From an optimization exercise on the open Yosys and OpenROAD flow, aimed at small area; shortcuts taken in it are not production practice.
In this exercise RTL edits were held to simulation tests only and were not proved equivalent to the original.

==> design/flow/design.v <==
`default_nettype none
package fc_pkg;
  typedef logic [10:0] rc_value_t;
  typedef logic signed [15:0] gyro_rate_t;
  typedef logic [10:0] motor_cmd_t;
endpackage
`default_nettype wire
`timescale 1ns/1ps
`default_nettype none
module fc_rate_loop (
  input  logic               clk,
  input  logic               reset,
  input  logic               arm,
  input  logic               rc_valid,
  input  logic [10:0]        rc_throttle,
  input  logic [10:0]        rc_roll,
  input  logic [10:0]        rc_pitch,
  input  logic [10:0]        rc_yaw,
  input  logic               gyro_valid,
  input  logic [15:0]        gyro_roll,
  input  logic [15:0]        gyro_pitch,
  input  logic [15:0]        gyro_yaw,
  output logic               cmd_valid,
  output logic [3:0][10:0]   cmd
);
  function automatic logic signed [10:0] scale_rc(input logic [10:0] v);
    logic [11:0] u;
    u = {1'b0, v[10:1]} + {4'b0, v[10:3]} + {11'b0, v[2] & v[0]};
    scale_rc = 11'(u - 12'd620);
  endfunction
  function automatic logic signed [11:0] sat12(input logic signed [17:0] x);
    if (x > 18'sd2047)       sat12 = 12'sd2047;
    else if (x < -18'sd2048) sat12 = -12'sd2048;
    else                     sat12 = x[11:0];
  endfunction
  logic        [10:0] sp_k;
  logic signed [10:0] sp_r, sp_p, sp_y;
  logic signed [10:0] nx_r, nx_p, nx_y;
  assign nx_r = rc_valid ? scale_rc(rc_roll)  : sp_r;
  assign nx_p = rc_valid ? scale_rc(rc_pitch) : sp_p;
  assign nx_y = rc_valid ? scale_rc(rc_yaw)   : sp_y;
  always_ff @(posedge clk) begin
    if (reset) begin
      sp_k <= 11'd500;
      sp_r <= '0;
      sp_p <= '0;
      sp_y <= '0;
    end else if (rc_valid) begin
      sp_k <= 11'(scale_rc(rc_throttle) + 11'sd1000);
      sp_r <= nx_r;
      sp_p <= nx_p;
      sp_y <= nx_y;
    end
  end
  logic [1:0] gyro_cnt;
  logic       trigger;
  assign trigger = gyro_valid && (gyro_cnt == 2'd3);
  always_ff @(posedge clk) begin
    if (reset)           gyro_cnt <= '0;
    else if (gyro_valid) gyro_cnt <= gyro_cnt + 1'b1;
  end
  logic [2:0] state;
  always_ff @(posedge clk) begin
    if (reset) state <= 3'd0;
    else begin
      case (state)
        3'd0:    if (trigger) state <= 3'd1;
        3'd1:    state <= 3'd2;
        3'd2:    state <= 3'd3;
        3'd3:    state <= 3'd4;
        default: state <= 3'd0;
      endcase
    end
  end
  logic signed [17:0] ta, tb, tc, td, te;
  logic signed [17:0] x1, x2, y3, x4;
  assign ta = 18'(signed'(gyro_roll))  + 18'(nx_r);
  assign tb = 18'(signed'(gyro_pitch)) + 18'(nx_p);
  assign tc = 18'(signed'(gyro_yaw))   - 18'(nx_y);
  assign td = tb + tc;
  assign te = tb - tc;
  assign x1 = ta - td;    
  assign x2 = ta + td;    
  assign y3 = ta + te;    
  assign x4 = te - ta;    
  logic signed [3:0][11:0] mix;
  logic        [10:0]      thr_q;
  logic                    arm_q;
  always_ff @(posedge clk) begin
    if (trigger && state == 3'd0) begin
      mix[0] <= sat12(x1);
      mix[1] <= sat12(x2);
      mix[2] <= sat12(y3);
      mix[3] <= sat12(x4);
    end
    if (state == 3'd2) thr_q <= sp_k;
    if (state == 3'd3) arm_q <= arm;
  end
  function automatic logic [10:0] clamp_cmd(input logic armed, input logic signed [12:0] v);
    if (!armed || v < 0)     clamp_cmd = '0;
    else if (v > 13'sd2047)  clamp_cmd = 11'd2047;
    else                     clamp_cmd = v[10:0];
  endfunction
  logic signed [12:0] thr_s;
  assign thr_s = 13'(thr_q);
  assign cmd[0] = clamp_cmd(arm_q, thr_s + 13'(signed'(mix[0])));
  assign cmd[1] = clamp_cmd(arm_q, thr_s + 13'(signed'(mix[1])));
  assign cmd[2] = clamp_cmd(arm_q, thr_s - 13'(signed'(mix[2])));
  assign cmd[3] = clamp_cmd(arm_q, thr_s + 13'(signed'(mix[3])));
  assign cmd_valid = (state == 3'd4);
endmodule
`default_nettype wire
`timescale 1ns/1ps
`default_nettype none
module fc_command_buffer (
  input  logic              clk,
  input  logic              reset,
  input  logic              cmd_valid,
  input  logic [3:0][10:0]  cmd,
  output logic              frame_valid,
  output logic [3:0][10:0]  frames,
  input  logic              frame_take
);
  always_ff @(posedge clk) begin
    if (reset)           frame_valid <= 1'b0;
    else if (cmd_valid)  frame_valid <= 1'b1;
    else if (frame_take) frame_valid <= 1'b0;
  end
  always_ff @(posedge clk) begin
    if (cmd_valid) frames <= cmd;
  end
endmodule
`default_nettype wire
`timescale 1ns/1ps
`default_nettype none
module dshot_tx (
  input  logic              clk,
  input  logic              reset,
  input  logic              frame_valid,
  input  logic [3:0][10:0]  frames,
  output logic              frame_take,
  output logic [3:0]        motor_out
);
  logic [7:0]        cnt;
  logic [3:0][10:0]  cmd_q;
  logic              idle, data;
  assign idle = cnt[7] & cnt[4];
  assign data = ~cnt[7];
  assign frame_take = idle && frame_valid;
  always_ff @(posedge clk) begin
    if (reset)     cnt <= 8'd144;
    else if (idle) cnt <= frame_valid ? 8'd0 : 8'd144;
    else           cnt <= cnt + 1'b1;
  end
  always_ff @(posedge clk) begin
    if (frame_take) cmd_q <= frames;
  end
  logic [3:0] pos;
  logic [2:0] tick;
  assign pos  = cnt[6:3];
  assign tick = cnt[2:0];
  always_comb begin
    for (int l = 0; l < 4; l++) begin
      logic [15:0] f;
      logic [11:0] x;
      x = {cmd_q[l], 1'b0};
      f = {x, x[11:8] ^ x[7:4] ^ x[3:0]};
      motor_out[l] = data && (tick < (f[4'd15 - pos] ? 3'd6 : 3'd3));
    end
  end
endmodule
`default_nettype wire
`timescale 1ns/1ps
`default_nettype none
module flight_core (
  input  logic               clk,
  input  logic               reset,
  input  logic               arm,
  input  logic               rc_valid,
  input  logic [10:0]        rc_throttle,
  input  logic [10:0]        rc_roll,
  input  logic [10:0]        rc_pitch,
  input  logic [10:0]        rc_yaw,
  input  logic               gyro_valid,
  input  logic [15:0]        gyro_roll,
  input  logic [15:0]        gyro_pitch,
  input  logic [15:0]        gyro_yaw,
  output logic               motor_1,
  output logic               motor_2,
  output logic               motor_3,
  output logic               motor_4
);
  logic [3:0]        motor_out;
  logic              cmd_valid;
  logic [3:0][10:0]  cmd;
  logic              frame_valid;
  logic [3:0][10:0]  frames;
  logic              frame_take;
  fc_rate_loop i_rate_loop (
    .clk (clk), .reset (reset), .arm (arm),
    .rc_valid (rc_valid), .rc_throttle (rc_throttle), .rc_roll (rc_roll),
    .rc_pitch (rc_pitch), .rc_yaw (rc_yaw),
    .gyro_valid (gyro_valid), .gyro_roll (gyro_roll), .gyro_pitch (gyro_pitch),
    .gyro_yaw (gyro_yaw),
    .cmd_valid (cmd_valid), .cmd (cmd)
  );
  fc_command_buffer i_command_buffer (
    .clk (clk), .reset (reset),
    .cmd_valid (cmd_valid), .cmd (cmd),
    .frame_valid (frame_valid), .frames (frames), .frame_take (frame_take)
  );
  dshot_tx i_dshot_tx (
    .clk (clk), .reset (reset),
    .frame_valid (frame_valid), .frames (frames),
    .frame_take (frame_take), .motor_out (motor_out)
  );
  assign motor_1 = motor_out[0];
  assign motor_2 = motor_out[1];
  assign motor_3 = motor_out[2];
  assign motor_4 = motor_out[3];
endmodule
`default_nettype wire
==> design/flow/run.sh <==
#!/bin/bash
# synth_recipe.tcl (not shown) runs the flow's synth.tcl, then flattens the netlist and writes it again
# the make line also repeats each setting of config.mk as NAME=value (left out here)
make -C /OpenROAD-flow-scripts/flow DESIGN_CONFIG=/design/flow/config.mk WORK_HOME=/design/flow/orfs CLKGATE_MAP_FILE= SYNTH_SCRIPT=/design/flow/synth_recipe.tcl finish
==> design/flow/config.mk <==
export PLATFORM = sky130hd
export DESIGN_NAME = flight_core
export DESIGN_NICKNAME = flight_core
export VERILOG_FILES = /design/flow/design.v
export SDC_FILE = /design/flow/constraint.sdc
export NUM_CORES = 4
export LEC_CHECK = 0
export CAP_MARGIN = 20
export CORE_MARGIN = 2
export CORE_UTILIZATION = 40
export PLACE_DENSITY = 0.6
export SLEW_MARGIN = 20
==> design/flow/constraint.sdc <==
create_clock -name core_clock -period 10.0 [get_ports {clk}]
set_input_delay 2.0000 -clock core_clock [delete_from_list [all_inputs] [get_ports {clk}]]
set_output_delay 2.0000 -clock core_clock [all_outputs]
set_load 0.01 [all_outputs]
==> results.sh <==
export IMPL_initial_core_util=0.407
export IMPL_dr_wl_met2_um=23100
export IMPL_tns_ps=0
export IMPL_synth_largest_area_cell="edfxtp_1"
export IMPL_root_buffer="clkbuf_16"
export IMPL_syn_area_um2=19500
export IMPL_async_flop_share=0
export IMPL_timing_rr_end="i_rate_loop.mix[45]"
export IMPL_numCtsBuffers=24
export IMPL_num_rows=80
export IMPL_hold_class="flop to flop"
export IMPL_gp_congestion=0.873
export IMPL_synth_edf_count=148
export IMPL_ys_flop_type="edfxtp_1"
export IMPL_nNetsFinal=2620
export IMPL_drv_cap=0
export IMPL_cts_tree="built"
export IMPL_first_global_vias=15100
export IMPL_multi_input_comb_area_um2=12800
export IMPL_rsz0062_at_grt="no"
export IMPL_stdcell_area_um2=22200
export IMPL_gr_total_overflow=0
export IMPL_period_needed_ps=9420
export IMPL_wl_met3_um=1520
export IMPL_dr_pass1_iters=5
export IMPL_die_w_um=225
export IMPL_crit_type="input pin to flop"
export IMPL_ys_ff_latch=206
export IMPL_drv_slew=0
export IMPL_coreArea_um2=47900
export IMPL_r2r_start="i_rate_loop.sp_y[0]"
export IMPL_placed_area_um2=21400
export IMPL_status="no timing/DRC/antenna violations"
export IMPL_synth_area_top_cells="edfxtp_1 23%, ha_1 17%, xnor2_1 7.6%"
export IMPL_vias_per_cell=5.27
export IMPL_avgSynthCellArea_um2=9.18
export IMPL_grt_max_degree=49
export IMPL_yosysWarnings=3
export IMPL_synth_seq_area_share=0.287
export IMPL_dp_slack_ps=-117
export IMPL_tightest_slew_ps=971
export IMPL_antenna_found_initial=0
export IMPL_io_buffers=100
export IMPL_synthCells=2126
export IMPL_worstSkewPairLatency_ps=530
export IMPL_die_area_um2=50600
export IMPL_top_layer_used="met4"
export IMPL_synthToLayoutAreaGrowth_pct=13.8
export IMPL_reg2reg_slack_ps=3020
export IMPL_yosysTopAreaCellShare=0.228
export IMPL_drive_above_1_share=0.0804
export IMPL_fin_crit_sh=0.942
export IMPL_slew_headroom=0.346
export IMPL_setup_viol=0
export IMPL_required_ps=10330
export IMPL_dieHeight_um=225
export IMPL_grt_pass1_wl_um=74900
export IMPL_postRouteAntennaNets=0
export IMPL_end_kind="flop"
export IMPL_syn_nets=2512
export IMPL_arrival_ps=9750
export IMPL_cts_buffer_depth=3
export IMPL_cp_max_fo=8
export IMPL_via_count=15100
export IMPL_hold_buffers=0
export IMPL_io_pins=101
export IMPL_cts_sinks=206
export IMPL_route_detailed_drc=0
export IMPL_clkSlewWorstSetupHoldPaths_ps=60
export IMPL_hpwl_um=38300
export IMPL_critical_path_most_common_cell="o21ai_0"
export IMPL_worstSetupEndpoint="i_rate_loop.mix[45]"
export IMPL_grt_util_all_layers=0.181
export IMPL_wl_um=45600
export IMPL_cpPeakStageDelay_ps=440
export IMPL_critical_path_startpoint="rc_pitch[2]"
export IMPL_max_freq_mhz=106
export IMPL_wl_per_cell_um=15.9
export IMPL_cp_slowest_cell="clkdlybuf4s50_1"
export IMPL_ys_types=98
export IMPL_nFillCells=4558
export IMPL_hold_viol=0
export IMPL_reg2reg_depth=29
export IMPL_diodes=0
export IMPL_layout_setup_ws_ps=582
export IMPL_finish_utilization=0.463
export IMPL_met1_length_um=19800
export IMPL_fin_worst_skew_ps=16.5
export IMPL_drtIter0Drc=596
export IMPL_ff_latch_area_um2=5610
export IMPL_start_kind="input pin"
export IMPL_cts_max_level=1
[flip-flops by register name (all words and copies together), names as in the netlist]
signal and flops:
i_rate_loop.arm_q 1, i_command_buffer.frames 44, i_rate_loop.sp_r 11, i_rate_loop.sp_k 11, i_rate_loop.mix 48, i_command_buffer.frame_valid 1, i_dshot_tx.cnt 8, i_rate_loop.thr_q 11
i_rate_loop.gyro_cnt 2, i_rate_loop.sp_y 11, i_dshot_tx.cmd_q 44, i_rate_loop.state 3, i_rate_loop.sp_p 11
[how the worst min path moves through the flow]
stage	from	end	slack, ps	depth (start not counted)
floorplan	i_command_buffer.frames[0]	i_dshot_tx.cmd_q[0]	400	0
global placement	i_command_buffer.frames[30]	i_dshot_tx.cmd_q[30]	400	0
detailed placement	i_command_buffer.frames[12]	i_dshot_tx.cmd_q[12]	400	0
CTS	i_command_buffer.frames[25]	i_dshot_tx.cmd_q[25]	420	0
global route	i_command_buffer.frames[5]	i_dshot_tx.cmd_q[5]	420	0
finish	i_command_buffer.frames[25]	i_dshot_tx.cmd_q[25]	410	0
[metal layers]
metal,vias to the layer above,global-route usage
li1,7768,-
met1,7062,0.213
met2,219,0.341
met3,62,0.0244
met4,0,0.0513
met5,-,0
[layout by cell type, fill, tap and decap left out, types with 7 or more instances in the layout]
cell / synthesis / layout
a211oi_1: 23 / 21
a21boi_0: 13 / 12
a21o_1: 62 / 62
a21oi_1: 160 / 160
a31oi_1: 14 / 13
and2_1: 28 / 28
and3_1: 14 / 13
buf_4: 6 / 48
clkbuf_16: 0 / 25
clkdlybuf4s50_1: 0 / 99
clkinv_1: 2 / 7
dfxtp_1: 58 / 58
edfxtp_1: 148 / 148
fa_1: 20 / 20
ha_1: 269 / 268
inv_1: 227 / 227
mux2_2: 13 / 13
mux2i_1: 22 / 22
mux4_2: 16 / 16
nand2_1: 102 / 102
nand2b_1: 32 / 31
nand3_1: 20 / 20
nand4_1: 9 / 9
nor2_1: 153 / 153
nor2b_1: 30 / 30
nor3_1: 36 / 36
nor4_1: 10 / 9
o211ai_1: 10 / 10
o21a_1: 35 / 35
o21ai_0: 88 / 86
o21ai_1: 26 / 27
o21bai_1: 43 / 43
or2_2: 8 / 8
or3_1: 13 / 13
xnor2_1: 169 / 169
xor2_1: 48 / 47
[final cells by class]
class | instances | area share
Clock inverter | 15 | 0.00654
Inverter | 230 | 0.0389
Sequential cell | 206 | 0.252
Clock buffer | 29 | 0.0289
Tap cell | 615 | 0.0347
Timing Repair Buffer | 149 | 0.0620
Multi-Input combinational cell | 1623 | 0.577
[per-stage QoR]
| stage | instances | hold WS, ps |
|---|---|---|
| after floorplan | 2126 | 400 |
| after global routing | 2867 | 424 |
| after detailed placement | 2822 | 405 |
| after CTS | 2866 | 417 |
| after global placement | 2822 | 405 |
| final | 2867 | 414 |
[cells in the mapped netlist (14+ instances only)]
cell,number
a21oi_1,160
nand2_1,102
a31oi_1,14
nand2b_1,32
ha_1,269
mux4_2,16
nor2_1,153
nor3_1,36
dfxtp_1,58
mux2i_1,22
o21ai_1,26
a211oi_1,23
a21o_1,62
xor2_1,48
nor2b_1,30
o21a_1,35
and3_1,14
o21bai_1,43
nand3_1,20
o21ai_0,88
and2_1,28
xnor2_1,169
fa_1,20
inv_1,227
clkbuf_1,41
edfxtp_1,148
[critical path, delay by kind of cell]
kind / cells / cell delay, ps
muxes: 1 / 280
xor gates and xnor gates: 2 / 420
AOI/OAI and AO/OA: 11 / 2100
buffers and inverters: 3 / 840
adders and majority gates: 6 / 1960
and+or+nand+nor: 9 / 2110
[cell families (layout without fill, tap and decap cells)]
| kind of cell | Yosys count | in the layout | synth area share |
|---|---|---|---|
| DFF | 206 | 206 | 0.287 |
| muxes | 51 | 51 | 0.0373 |
| buffers and inverters | 297 | 423 | 0.0603 |
| and+or+nand+nor | 493 | 493 | 0.127 |
| adders and majority gates | 289 | 289 | 0.193 |
| AOI/OAI and AO/OA | 570 | 570 | 0.196 |
| xor gates and xnor gates | 220 | 220 | 0.0999 |
[timing repair]
item                                   4_1_cts  5_1_grt
setup buffers                                0        1
setup endpoints to repair                    0       41
endpoints found under the hold margin        0        0
resized for setup                            0       14

-- afterwards: timing with drivers on the ports --
How much do the figures lean on ideal ports? The routed layout below was timed once more, with nothing changed but the port constraints.
Step 1 assumes that a clkbuf_16 drives the clock port and a buf_2 every other input.
Step 2 also shifts input and output timing later by t, the mid clock arrival at the registers, as if the neighbouring blocks saw the same clock.
a / b / c = ideal / step 1 / step 2; a / b = the first two.
t, ns: 0.568
setup slack, ns: 0.582 / 0.611 / 0.043
clock arrival spread, ns: 0.018 / 0.018
worst data-port slew with drivers (ns): 0.06
After both steps this run still meets setup and hold. The setup slack of this run moves by +0.029 ns with the drivers and by -0.539 ns with both steps.
